This design comes from an exercise in tuning for small area and a short achievable clock period on the open sky130 flow, not from production work.
RTL that was checked went through simulation tests only; none was proved equivalent to the original.
The clock input has no modelled driver; a real chip could not lean on it and would need a root buffer or a full tree.
No activity file was given, so power comes from the tool's default toggle rates.

==> inputs of v25 <==
==> flow/design.v (excerpt) <==
module wav_riff_stream_parser (
    input  wire             clk,
    input  wire             rst_n,
    input  wire             bytes_valid,
    output wire             bytes_ready,
    input  wire  [7:0]      bytes_in_byte,
    input  wire             bytes_end_of_file,
    output wire             results_valid,
    input  wire             results_ready,
    output wire  [1:0]      results_out_kind,
    output wire  [15:0]     results_sample_word,
    output wire  [1:0]      results_channel_count,
    output wire  [4:0]      results_sample_bits,
    output wire  [31:0]     results_sample_rate_hz,
    output wire  [2:0]      results_error_code,
    output wire             results_last_of_file
);
clock: 6.0 ns
lec_check: 0
abc_area: 1
cap_margin: 0
core_margin: 2
core_utilization: 40
setup_slack_margin: 3.8
slew_margin: 0
standard.sh (not shown) runs the stock make flow with config.mk's settings and CLKGATE_MAP_FILE= SYNTH_SCRIPT=/design/flow/synth_recipe.tcl, a recipe that flattens the netlist after the stock synthesis.
==> flow/flow/run.sh <==
#!/bin/bash
# The standard layout (the standard.sh: standard synthesis and ORFS flow),
# with two changes: the port buffers are buf_1 cells, and the clock tree is
# two levels of clock buffers built by flow/pre_cts.tcl instead of
# TritonCTS, whose root buffer drives leaves spread over the whole die. Each tool's full output stays in ORFS's own logs
# under orfs/logs; make's output goes to flow_make.log here.
set -euo pipefail
here=$(pwd)
bash standard.sh "BUFFER_PORTS_ARGS=-buffer_cell sky130_fd_sc_hd__buf_1" \
  "PRE_CTS_TCL=$here/flow/pre_cts.tcl" finish > flow_make.log 2>&1
==> flow/flow/mytree2.tcl <==
proc kmeans { pts nb } {
  # pts: list of {id x y}; returns list of cluster index per point
  set n [llength $pts]
  set sorted [lsort -integer -index 1 $pts]
  set cx {}; set cy {}
  for {set k 0} {$k < $nb} {incr k} {
    set s [lindex $sorted [expr {int(($k + 0.5) * $n / $nb)}]]
    lappend cx [lindex $s 1]; lappend cy [lindex $s 2]
  }
  set assign {}
  for {set iter 0} {$iter < 40} {incr iter} {
    set sx [lrepeat $nb 0.0]; set sy [lrepeat $nb 0.0]; set sc [lrepeat $nb 0]
    set assign {}
    foreach s $pts {
      lassign $s id x y
      set best 0; set bd 1e18
      for {set k 0} {$k < $nb} {incr k} {
        set dx [expr {$x - [lindex $cx $k]}]; set dy [expr {$y - [lindex $cy $k]}]
        set d [expr {$dx*$dx + $dy*$dy}]
        if {$d < $bd} { set bd $d; set best $k }
      }
      lappend assign $best
      lset sx $best [expr {[lindex $sx $best] + $x}]
      lset sy $best [expr {[lindex $sy $best] + $y}]
      lset sc $best [expr {[lindex $sc $best] + 1}]
    }
    for {set k 0} {$k < $nb} {incr k} {
      if {[lindex $sc $k] > 0} {
        lset cx $k [expr {int([lindex $sx $k] / [lindex $sc $k])}]
        lset cy $k [expr {int([lindex $sy $k] / [lindex $sc $k])}]
      }
    }
  }
  return [list $assign $cx $cy]
}

proc add_buf { block master name innet x y } {
  set buf [odb::dbInst_create $block $master $name]
  set net [odb::dbNet_create $block "${name}_net"]
  $net setSigType CLOCK
  [$buf findITerm A] connect $innet
  [$buf findITerm X] connect $net
  $buf setLocation $x $y
  $buf setPlacementStatus PLACED
  return $net
}

proc my_clock_tree2 { ntop leaf topcell leafcell } {
  set block [ord::get_db_block]
  set db [ord::get_db]
  set clknet [$block findNet clk]
  set sinks {}
  set i 0
  foreach it [$clknet getITerms] {
    lassign [[$it getInst] getLocation] x y
    lappend sinks [list $i $x $y]
    lappend iterms $it
    incr i
  }
  lassign [kmeans $sinks $ntop] top cx cy
  set mtop [$db findMaster $topcell]
  set mleaf [$db findMaster $leafcell]
  set nleaves 0
  for {set t 0} {$t < $ntop} {incr t} {
    set members {}
    foreach s $sinks a $top { if {$a == $t} { lappend members $s } }
    if {[llength $members] == 0} { continue }
    set tnet [add_buf $block $mtop "clkbuf_top_$t" $clknet [lindex $cx $t] [lindex $cy $t]]
    set nl [expr {int(ceil([llength $members] / double($leaf)))}]
    lassign [kmeans $members $nl] sub lx ly
    for {set l 0} {$l < $nl} {incr l} {
      set mine {}
      foreach s $members a $sub { if {$a == $l} { lappend mine [lindex $s 0] } }
      if {[llength $mine] == 0} { continue }
      set lnet [add_buf $block $mleaf "clkbuf_leaf_${t}_$l" $tnet [lindex $lx $l] [lindex $ly $l]]
      incr nleaves
      foreach i $mine {
        set it [lindex $iterms $i]
        $it disconnect
        $it connect $lnet
      }
    }
  }
  puts "my_clock_tree2: [llength $sinks] sinks, $ntop top buffers, $nleaves leaf buffers"
}
==> flow/flow/pre_cts.tcl <==
# Sourced by ORFS's cts.tcl before clock tree synthesis (PRE_CTS_TCL).
# Replaces TritonCTS's tree by a shallower balanced one: the clock port drives
# four top buffers (one per k-means cluster of flip-flops), each of which
# drives leaf buffers, one per sub-cluster of at most 20 flip-flops.
source [file join [file dirname [info script]] mytree2.tcl]
my_clock_tree2 4 20 sky130_fd_sc_hd__clkbuf_8 sky130_fd_sc_hd__clkbuf_8
rename clock_tree_synthesis triton_clock_tree_synthesis
proc clock_tree_synthesis { args } {
  puts "clock_tree_synthesis: tree built by pre_cts.tcl, TritonCTS not run"
  set_propagated_clock [all_clocks]
}
==> v3 (differences from v25) <==
--- a/flow/design.v
+++ b/flow/design.v
@@ -88,21 +88,21 @@
     localparam logic [5:0] PH_SKIP  = 6'b001000;
     localparam logic [5:0] PH_DATA  = 6'b010000;
     localparam logic [5:0] PH_DRAIN = 6'b100000;
     logic [1:0]  step;
     logic        ready_q;
-    logic        ready_o;             
     logic        proc;                
     logic        dec;                 
     logic        outv;
     logic [5:0]  phase;
     logic [4:0]  cnt;
     logic        swapped;
     logic        seen;
     logic [7:0]  r0, r1, r2, r3;      
     logic [7:0]  c0, c1, c2, c3;      
     logic        rb, cb, kb;          
+    logic        kf;                  
     logic        rza, a1, a2;         
     logic        rz;                  
     logic        cl;                  
     logic        clt3;                
     logic        ma, mb;              
@@ -115,12 +115,12 @@
     logic        cand0;               
     logic        r_load, c_load;      
     logic [1:0]  kind_q;
     logic [2:0]  err_q;
     logic        last_q;
-    logic        emit_q, clrf_q;
-    assign bytes_ready            = ready_o;
+    logic        emit_q, clrf_q, clrw_q;
+    assign bytes_ready            = ready_q;
     assign results_valid          = outv;
     assign results_out_kind       = kind_q;
     assign results_sample_word    = word_q;
     assign results_channel_count  = chan_q;
     assign results_sample_bits    = {bits_q, 3'b000};
@@ -167,11 +167,11 @@
     assign nxt_proc = accept || (proc && !st3);
     assign r_dec    = !rz && ((ph_hdr && cnt[3]) || ph_chk || ph_fmt || ph_skip);
     assign c_dec    = ph_fmt || ph_skip || ph_data;
     assign r_bin = rb;
     assign c_bin = cb;
-    assign k_bin = kb && !st0;
+    assign k_bin = kb;
     always_comb
     begin
         for (int i = 0; i < 8; i++)
         begin
             r_bw[i] = r_bin && ((r3 & ((8'd1 << i) - 8'd1)) == 8'd0);
@@ -223,11 +223,12 @@
         c1 <= c0;
         c2 <= c1;
         c3 <= c2;
         rb <= st3 ? (accept && r_dec) : (r_bw[7] && !r3[7]);
         cb <= st3 ? (accept && c_dec) : (c_bw[7] && !c3[7]);
-        kb <= k_lt;
+        kb <= !st3 && k_lt;
+        kf <= k_lt;
         r_load <= nxt_proc && ph_hdr && (cnt[3:2] == 2'd1) && ((step + 2'd1) == tgt);
         c_load <= nxt_proc && ph_chk && cnt[2] && ((step + 2'd1) == tgt);
         rza <= (st0 || rza) && zr;
         a1  <= st0 ? zc1 : (a1 && zc);
         a2  <= st0 ? zc2 : (a2 && zc);
@@ -378,11 +379,11 @@
     assign fmtk   = ma && !mb && !seen;
     assign datk   = ma && mb;
     assign othk   = !fmtk && !datk;
     assign sz_wz  = cl && !c3[0];
     assign sz_ed  = b16 ? cl : sz_wz;
-    assign sz_tb  = c0[7] || (!kb && !sz_wz);
+    assign sz_tb  = c0[7] || (!kf && !sz_wz);
     assign sz_emit = fmtk ? (sz_wz || eof_q) :
                      datk ? (!seen || (eof_q && !sz_ed)) :
                             (sz_tb || eof_q);
     assign sz_err  = fmtk ? (sz_wz ? 3'd4 : 3'd3) : {seen, 2'b11};
     assign sz_ph   = fmtk ? (sz_wz ? PH_DRAIN : PH_FMT) :
@@ -440,12 +441,10 @@
                 end
             end
         end
     end
     always_ff @(posedge clk)
-        ready_o <= (step == 2'd2) && !proc && !dec && !(outv && !results_ready);
-    always_ff @(posedge clk)
     begin
         if (ready_q)
         begin
             eof_q  <= bytes_end_of_file;
             cand0  <= ph_hdr  ? bytes_in_byte[2] :
@@ -455,11 +454,11 @@
             else if (hsel)
                 word_q[15:8] <= bytes_in_byte;
             else
                 word_q[7:0] <= bytes_in_byte;
         end
-        else if (dec && (s_sz || (emit_q && (kind_q != KIND_SAMPLE))))
+        else if (dec && clrw_q)
             word_q <= 16'd0;
         if (upd0)
         begin
             if (id_byte)
                 mb <= cand;
@@ -470,10 +469,11 @@
         end
         if (pfin)
         begin
             emit_q <= emit;
             clrf_q <= s_sz ? !seen : (emit && !(seen || (s_fmt15 && ok)));
+            clrw_q <= s_sz || (emit && !sample);
             kind_q <= kind;
             err_q  <= err;
             last_q <= last;
         end
         else if (dec && s_sz)
==> flow/flow/run.sh (replaced) <==
#!/bin/bash
# The standard layout (the standard.sh: standard synthesis and ORFS flow),
# with one change: the port buffers are buf_1 cells instead of the default
# choice. Each tool's full output stays in ORFS's own logs under orfs/logs;
# make's output goes to flow_make.log here.
set -euo pipefail
bash standard.sh "BUFFER_PORTS_ARGS=-buffer_cell sky130_fd_sc_hd__buf_1" finish > flow_make.log 2>&1
Settings changed: ABC_AREA 1 to 0, CAP_MARGIN 0 to 20, CTS_BUF_LIST set to sky130_fd_sc_hd__clkbuf_8, SETUP_SLACK_MARGIN 3.8 to 3.6, SLEW_MARGIN 0 to 20.
removed: flow/flow/mytree2.tcl
removed: flow/flow/pre_cts.tcl
==> v34 (differences from v25) <==
==> flow/flow/run.sh (replaced) <==
#!/bin/bash
# The standard layout (the standard.sh: standard synthesis and ORFS flow),
# with two changes: the port buffers are buf_2 cells, and the clock tree is
# two levels of clock buffers built by flow/pre_cts.tcl instead of
# TritonCTS, whose root buffer drives leaves spread over the whole die. Each tool's full output stays in ORFS's own logs
# under orfs/logs; make's output goes to flow_make.log here.
set -euo pipefail
here=$(pwd)
bash standard.sh "BUFFER_PORTS_ARGS=-buffer_cell sky130_fd_sc_hd__buf_2" \
  "PRE_CTS_TCL=$here/flow/pre_cts.tcl" finish > flow_make.log 2>&1
Settings changed: CAP_MARGIN 0 to 20, SETUP_SLACK_MARGIN 3.8 to 3.75, SLEW_MARGIN 0 to 20.
==> v39 (differences from v25) <==
--- a/flow/design.v
+++ b/flow/design.v
@@ -109,10 +109,11 @@
     logic        tagok;
     logic [1:0]  chan_q;
     logic [1:0]  bits_q;              
     logic [31:0] rate_q;
     logic [15:0] word_q;
+    logic [7:0]  b_q;                 
     logic        eof_q;
     logic        cand0;               
     logic        r_load, c_load;      
     logic [1:0]  kind_q;
     logic [2:0]  err_q;
@@ -146,18 +147,18 @@
     logic [1:0]  tgt;
     assign b16   = bits_q[1];
     assign data8 = ph_data && !b16;
     assign hsel  = (cnt[0] ^ swapped) &&
                    ((ph_fmt && (cnt[4:2] != 3'd1)) || (ph_data && b16));
-    assign b     = word_q[7:0];
+    assign b     = b_q;
     assign k     = cnt[1:0];
     assign tgt   = cnt[1:0] ^ {swapped, swapped};
     logic f1, f2, f8, f16;
-    assign f1  = (word_q == 16'd1);
-    assign f2  = (word_q == 16'd2);
-    assign f8  = (word_q == 16'd8);
-    assign f16 = (word_q == 16'd16);
+    assign f1  = ({word_q[15:8], b_q} == 16'd1);
+    assign f2  = ({word_q[15:8], b_q} == 16'd2);
+    assign f8  = ({word_q[15:8], b_q} == 16'd8);
+    assign f16 = ({word_q[15:8], b_q} == 16'd16);
     logic       r_dec, c_dec;
     logic       r_bin, c_bin, k_bin;
     logic       accept, nxt_proc;
     logic [7:0] r_alu, c_alu, w_sl;
     logic [7:0] r_bw, c_bw;
@@ -454,10 +455,12 @@
                 word_q <= {8'd0, bytes_in_byte};
             else if (hsel)
                 word_q[15:8] <= bytes_in_byte;
             else
                 word_q[7:0] <= bytes_in_byte;
+            if (!hsel)
+                b_q <= bytes_in_byte;
         end
         else if (dec && (s_sz || (emit_q && (kind_q != KIND_SAMPLE))))
             word_q <= 16'd0;
         if (upd0)
         begin
==> flow/flow/pre_cts.tcl (replaced) <==
# Sourced by ORFS's cts.tcl before clock tree synthesis (PRE_CTS_TCL).
# Replaces TritonCTS's tree by a shallower balanced one: the clock port drives
# four top buffers (one per k-means cluster of flip-flops), each of which
# drives leaf buffers, one per sub-cluster of at most 14 flip-flops.
source [file join [file dirname [info script]] mytree2.tcl]
my_clock_tree2 4 14 sky130_fd_sc_hd__clkbuf_8 sky130_fd_sc_hd__clkbuf_8
rename clock_tree_synthesis triton_clock_tree_synthesis
proc clock_tree_synthesis { args } {
  puts "clock_tree_synthesis: tree built by pre_cts.tcl, TritonCTS not run"
  set_propagated_clock [all_clocks]
}
Settings changed: CAP_MARGIN 0 to 20, SLEW_MARGIN 0 to 20.
==> comparison table <==
metric	v39	v25	v34	v3
Actual slew at the worst max-slew pin	1038 ps	1064 ps	1050 ps	673.2 ps
Kind of end point of the critical path	output port	output port	output port	flop
Final sequential cell count	172	164	164	165
Fmax achieved	466.3 MHz	456.7 MHz	449.7 MHz	416.1 MHz
Most common cell after layout, fill and taps aside	sky130_fd_sc_hd__nand2_1	sky130_fd_sc_hd__nand2_1	sky130_fd_sc_hd__nand2_1	sky130_fd_sc_hd__dfxtp_1
Lkg Pwr	0.003436 uW	0.003386 uW	0.003620 uW	0.003213 uW
Result of the run	finished clean	finished clean	finished clean	finished clean
Met3 routed WL	921 um	819 um	1.028 mm	1.002 mm
Slowest stage cell on the critical path	sky130_fd_sc_hd__dfxtp_1	sky130_fd_sc_hd__edfxtp_1	sky130_fd_sc_hd__edfxtp_1	sky130_fd_sc_hd__dfrtp_4
Hold_sp	r0[5]	r2[6]	r0[6]	c0[4]
Core region area	17900 um^2	17240 um^2	17240 um^2	17300 um^2
Switching power summed over all nets	466.5 uW	449.8 uW	447.6 uW	587.2 uW
Beginning of the worst register-to-register path	cnt[1]	cnt[0]	cnt[0]	cnt[0]
Share of the synthesized area in compound gates (AO/OA/AOI/OAI)	12.77%	13.25%	13.25%	13.39%
Gate power share	8.3%	9.4%	9.6%	8.9%
Depth of the critical timing path with buffers and inverters included	1	1	1	8
Function not checked in v39: the RTL went through the layout flow alone. The clock cells of v25, v34 and v39 come from the design's own scripts or RTL, not from TritonCTS.

-- static timing again, ports no longer ideal --
In the flow no input, the clock included, has a driving cell. The finished layouts below were timed again as built, in two steps. Step 1 assumes that a clkbuf_16 drives the clock port and a buf_2 every other input. Step 2 also shifts input and output timing later by t, the mid clock arrival at the registers, as if the neighbouring blocks saw the same clock. Three values: ideal, step 1, step 2; two values: the first two.
run	shift t [ns]	slack for setup (ns)	worst hold slack (ns)
v25	0.364	3.810 / 3.733 / 3.888	0.321 / 0.321 / 0.321
v3	0.504	3.597 / 3.597 / 3.597	0.331 / 0.331 / 0.331
v34	0.365	3.776 / 3.699 / 3.859	0.317 / 0.317 / 0.317
v39	0.364	3.856 / 3.780 / 3.778	0.317 / 0.317 / 0.317
After both steps every run listed still meets setup and hold. For v39, which loses most, drivers alone change the setup slack by -0.076 ns; drivers and shift together by -0.078 ns.
